This is an optimization exercise on Yosys and OpenROAD, whose aim is small area, not a production implementation. Where RTL was checked, it was by simulation tests only, not by an equivalence proof against the original. No activity file was given, so power comes from the tool's default toggle rates.

## cpu16_backend
module cpu16_backend
(
    input  logic         clk,
    input  logic         reset,
    input  logic         in_valid,
    output logic         in_ready,
    input  logic [15:0]  in_instr,
    output logic         retire_valid,
    input  logic         retire_ready,
    output logic [32:0]  retire,
    output logic [127:0] regval
);
==> module cpu16_backend, before the edit <==
module cpu16_backend
(
    input  logic         clk,
    input  logic         reset,
    input  logic         in_valid,
    output logic         in_ready,
    input  logic [15:0]  in_instr,
    output logic         retire_valid,
    input  logic         retire_ready,
    output logic [32:0]  retire,
    output logic [127:0] regval
);
    logic [127:0] rf;      
    logic [15:0] ins;      
    logic [15:0] acc;      
    logic [1:0]  ph;       
    logic [3:0]  cnt;      
    logic        c;        
    wire [3:0]  op     = ins[15:12];
    wire        nop    = op[3];
    wire [2:0]  rd     = ins[10:8];
    wire        is_sub = (op[2:0] == 3'd1);
    wire        is_log = (op[2:1] == 2'd1) || (op[2:0] == 3'd4);
    wire        is_shl = (op[2:0] == 3'd5);
    wire        is_ldi = (op[2:0] == 3'd6);
    wire        is_ld  = (op[2:0] == 3'd7);
    wire [2:0]  sel  = (ph == 2'd1) ? ins[7:5] : ins[4:2];
    logic [15:0] rv;
    always_comb begin
        case (sel)
            3'd0: rv = rf[15:0];
            3'd1: rv = rf[31:16];
            3'd2: rv = rf[47:32];
            3'd3: rv = rf[63:48];
            3'd4: rv = rf[79:64];
            3'd5: rv = rf[95:80];
            3'd6: rv = rf[111:96];
            default: rv = rf[127:112];
        endcase
    end
    wire        rbit = rv[cnt];
    wire [3:0]  k    = rv[3:0];
    wire        ibit = ins[cnt[2:0]];
    wire        last  = (cnt == 4'd15);
    wire        kend  = (cnt == ~k);
    wire        bop  = is_ld ? (ibit && cnt < 4'd5) : rbit;
    wire        bx   = bop ^ is_sub;
    wire        a0   = acc[0];
    wire        sum  = a0 ^ bx ^ c;
    wire        cry  = (a0 & bx) | (a0 & c) | (bx & c);
    wire        is_ao = (op[2:1] == 2'd1);
    logic nb;      
    logic cn;      
    logic fin;     
    always_comb begin
        nb  = 1'b0;
        cn  = c;
        fin = 1'b0;
        case (ph)
            2'd1: begin
                if (nop)
                    nb = 1'b0;
                else if (is_ldi)
                    nb = ibit && !cnt[3];
                else
                    nb = rbit;
                fin = last && (nop || is_ldi);
                cn  = is_sub || (op[2:0] == 3'd3);
            end
            2'd2: begin
                if (is_shl) begin
                    nb = a0 && !c;
                    cn = c || kend;
                end else begin
                    nb = is_ao ? cry : sum;
                    if (!is_log)
                        cn = last ? (acc[8:5] == 4'd0) : cry;
                end
                fin = last && !is_shl && !is_ld;
            end
            default: begin
                if (is_shl) begin
                    nb  = a0;
                    fin = kend;
                end else begin
                    nb  = c && (cnt[3:2] == 2'd0 ? a0 :
                                cnt[3:2] == 2'd1 ? acc[12] : (cnt == 4'd12));
                    fin = last;
                end
            end
        endcase
    end
    wire [15:0] accn = {nb, acc[15:1]};
    assign in_ready = (ph == 2'd0) && !retire_valid;
    assign retire   = {ins, !nop, acc};
    always_ff @(posedge clk) begin
        if (reset) begin
            ph           <= 2'd0;
            retire_valid <= 1'b0;
        end else begin
            if (ph == 2'd0) begin
                if (in_valid && in_ready)
                    ph <= 2'd1;
            end else if (fin) begin
                ph <= 2'd0;
            end else if (last) begin
                ph <= ph + 2'd1;
            end
            if (ph != 2'd0 && fin)
                retire_valid <= 1'b1;
            else if (retire_ready)
                retire_valid <= 1'b0;
        end
    end
    always_ff @(posedge clk) begin
        if (in_valid && in_ready)
            ins <= in_instr;
    end
    always_ff @(posedge clk) begin
        if (ph == 2'd0)
            cnt <= 4'd0;
        else
            cnt <= cnt + 4'd1;
        c <= cn;
        if (ph != 2'd0)
            acc <= accn;
    end
    wire        wr = ph != 2'd0 && fin && !nop;
    wire [15:0] wd = accn & {16{!reset}};
    always_ff @(posedge clk) begin
        for (int i = 0; i < 8; i++) begin
            if (reset || (wr && rd == 3'(i)))
                rf[i*16 +: 16] <= wd;
        end
    end
    assign regval = rf;
endmodule
clock: 5.0 ns
lec_check: 0
cap_margin: 20
core_margin: 2
core_utilization: 40
place_density: 0.6
slew_margin: 20
standard.sh (not shown) runs the stock make flow with config.mk's settings and CLKGATE_MAP_FILE= SYNTH_SCRIPT=/design/flow/synth_recipe.tcl, a recipe that flattens the netlist after the stock synthesis.
==> flow/flow/run.sh <==
#!/bin/bash
# Own layout flow: the standard ORFS flow (standard.sh) with these changes:
#  - synthesis runs flow/synth.tcl, which is synth_recipe.tcl with the final ABC
#    mapping done by the area-oriented script flow/area.abc (no delay target);
#    registers are untouched, so they match the standard synthesis;
#  - every port still gets its own buffer, but a buf_1 rather than the default cell;
#  - clock tree synthesis uses small clock buffers and no dummy loads.
# Each tool's output goes to ORFS's own logs under orfs/logs; make's to flow.log.
set -euo pipefail
W=$PWD
export AREA_ABC_SCRIPT=$W/flow/area.abc
export BUFFER_PORTS_ARGS="-buffer_cell sky130_fd_sc_hd__buf_1"
export CTS_ARGS="-sink_clustering_enable -repair_clock_nets -dont_use_dummy_load -sink_clustering_size 40 -sink_clustering_max_diameter 120 -buf_list {sky130_fd_sc_hd__clkbuf_8}"
sed "s|SYNTH_SCRIPT=[^ ]*|SYNTH_SCRIPT=$W/flow/synth.tcl|" standard.sh > own_standard.sh
bash own_standard.sh finish > flow.log 2>&1
==> flow/flow/area.abc <==
strash
&get -n
&st
&dch -f
&nf -a -R 1000
&put
topo
==> flow/flow/synth.tcl <==
# The standard flow's synthesis script (synth_recipe.tcl) with one change: the final ABC
# mapping runs an area-oriented script, without a delay target.
proc synth {args} { yosys synth -nofsm -noshare {*}$args }
proc abc {args} {
  set i [lsearch -exact $args -script]
  if {$i >= 0} { set args [lreplace $args [expr {$i + 1}] [expr {$i + 1}] $::env(AREA_ABC_SCRIPT)] }
  set i [lsearch -exact $args -D]
  if {$i >= 0} { set args [lreplace $args $i [expr {$i + 1}]] }
  puts "area abc: $args"
  yosys abc {*}$args
}
source $::env(SCRIPTS_DIR)/synth.tcl
# left out here: clear keep_hierarchy, flatten, clean up, hide names made inside functions, write 1_2_yosys.v
Change:
--- a/flow/design.v
+++ b/flow/design.v
@@ -67,10 +67,11 @@
     logic [15:0] ins;      
     logic [15:0] acc;      
     logic [1:0]  ph;       
     logic [3:0]  cnt;      
     logic        c;        
+    logic        wb;       
     wire [3:0]  op     = ins[15:12];
     wire        nop    = op[3];
     wire [2:0]  rd     = ins[10:8];
     wire        is_sub = (op[2:0] == 3'd1);
     wire        is_log = (op[2:1] == 2'd1) || (op[2:0] == 3'd4);
@@ -142,26 +143,28 @@
                 end
             end
         endcase
     end
     wire [15:0] accn = {nb, acc[15:1]};
-    assign in_ready = (ph == 2'd0) && !retire_valid;
+    assign in_ready = (ph == 2'd0) && !wb && !retire_valid;
     assign retire   = {ins, !nop, acc};
     always_ff @(posedge clk) begin
         if (reset) begin
             ph           <= 2'd0;
+            wb           <= 1'b0;
             retire_valid <= 1'b0;
         end else begin
             if (ph == 2'd0) begin
                 if (in_valid && in_ready)
                     ph <= 2'd1;
             end else if (fin) begin
                 ph <= 2'd0;
             end else if (last) begin
                 ph <= ph + 2'd1;
             end
-            if (ph != 2'd0 && fin)
+            wb <= ph != 2'd0 && fin;
+            if (wb)
                 retire_valid <= 1'b1;
             else if (retire_ready)
                 retire_valid <= 1'b0;
         end
     end
@@ -176,12 +179,12 @@
             cnt <= cnt + 4'd1;
         c <= cn;
         if (ph != 2'd0)
             acc <= accn;
     end
-    wire        wr = ph != 2'd0 && fin && !nop;
-    wire [15:0] wd = accn & {16{!reset}};
+    wire        wr = wb && !nop;
+    wire [15:0] wd = acc & {16{!reset}};
     always_ff @(posedge clk) begin
         for (int i = 0; i < 8; i++) begin
             if (reset || (wr && rd == 3'(i)))
                 rf[i*16 +: 16] <= wd;
         end
Outcome: Sequential share of layout area came out higher by 1.5 points; cell count is lower slightly; design area drops slightly; via count falls slightly; die area increases slightly; hold slack is better by 0.0067 ns; first-iteration DRC count went down by about a fifth; area after synthesis goes up slightly; synthesized cell count rose slightly; total power grows by well over a third.
No functional check of the RTL was part of the first run of this note.

-- static timing again, ports no longer ideal --
No port has a modelled driver above. Below, the same layouts with a new extraction and two added sets of constraints.
Step 1: set_driving_cell puts a clkbuf_16 on clk and a buf_2 on each other input, an assumption about the parent block.
Step 2 adds t to the input delays and takes it off the output delays; t is the mean of the earliest and latest rising clock arrival at the registers after step 1. Input paths then give back, and output paths get back, about the clock's delay inside the block.
Slacks: no drivers / after step 1 / after step 2; pairs: no drivers / after step 1.
run	t (ns)	setup slack, ns	clock arrival spread, ns	slew at the worst register clock pin (ns)
the first run	0.489	0.307 / 0.307 / 0.307	0.039 / 0.040	0.10 / 0.10
the second run	0.476	0.438 / 0.438 / 0.438	0.037 / 0.038	0.10 / 0.10
After both steps setup and hold are still met in every run listed.
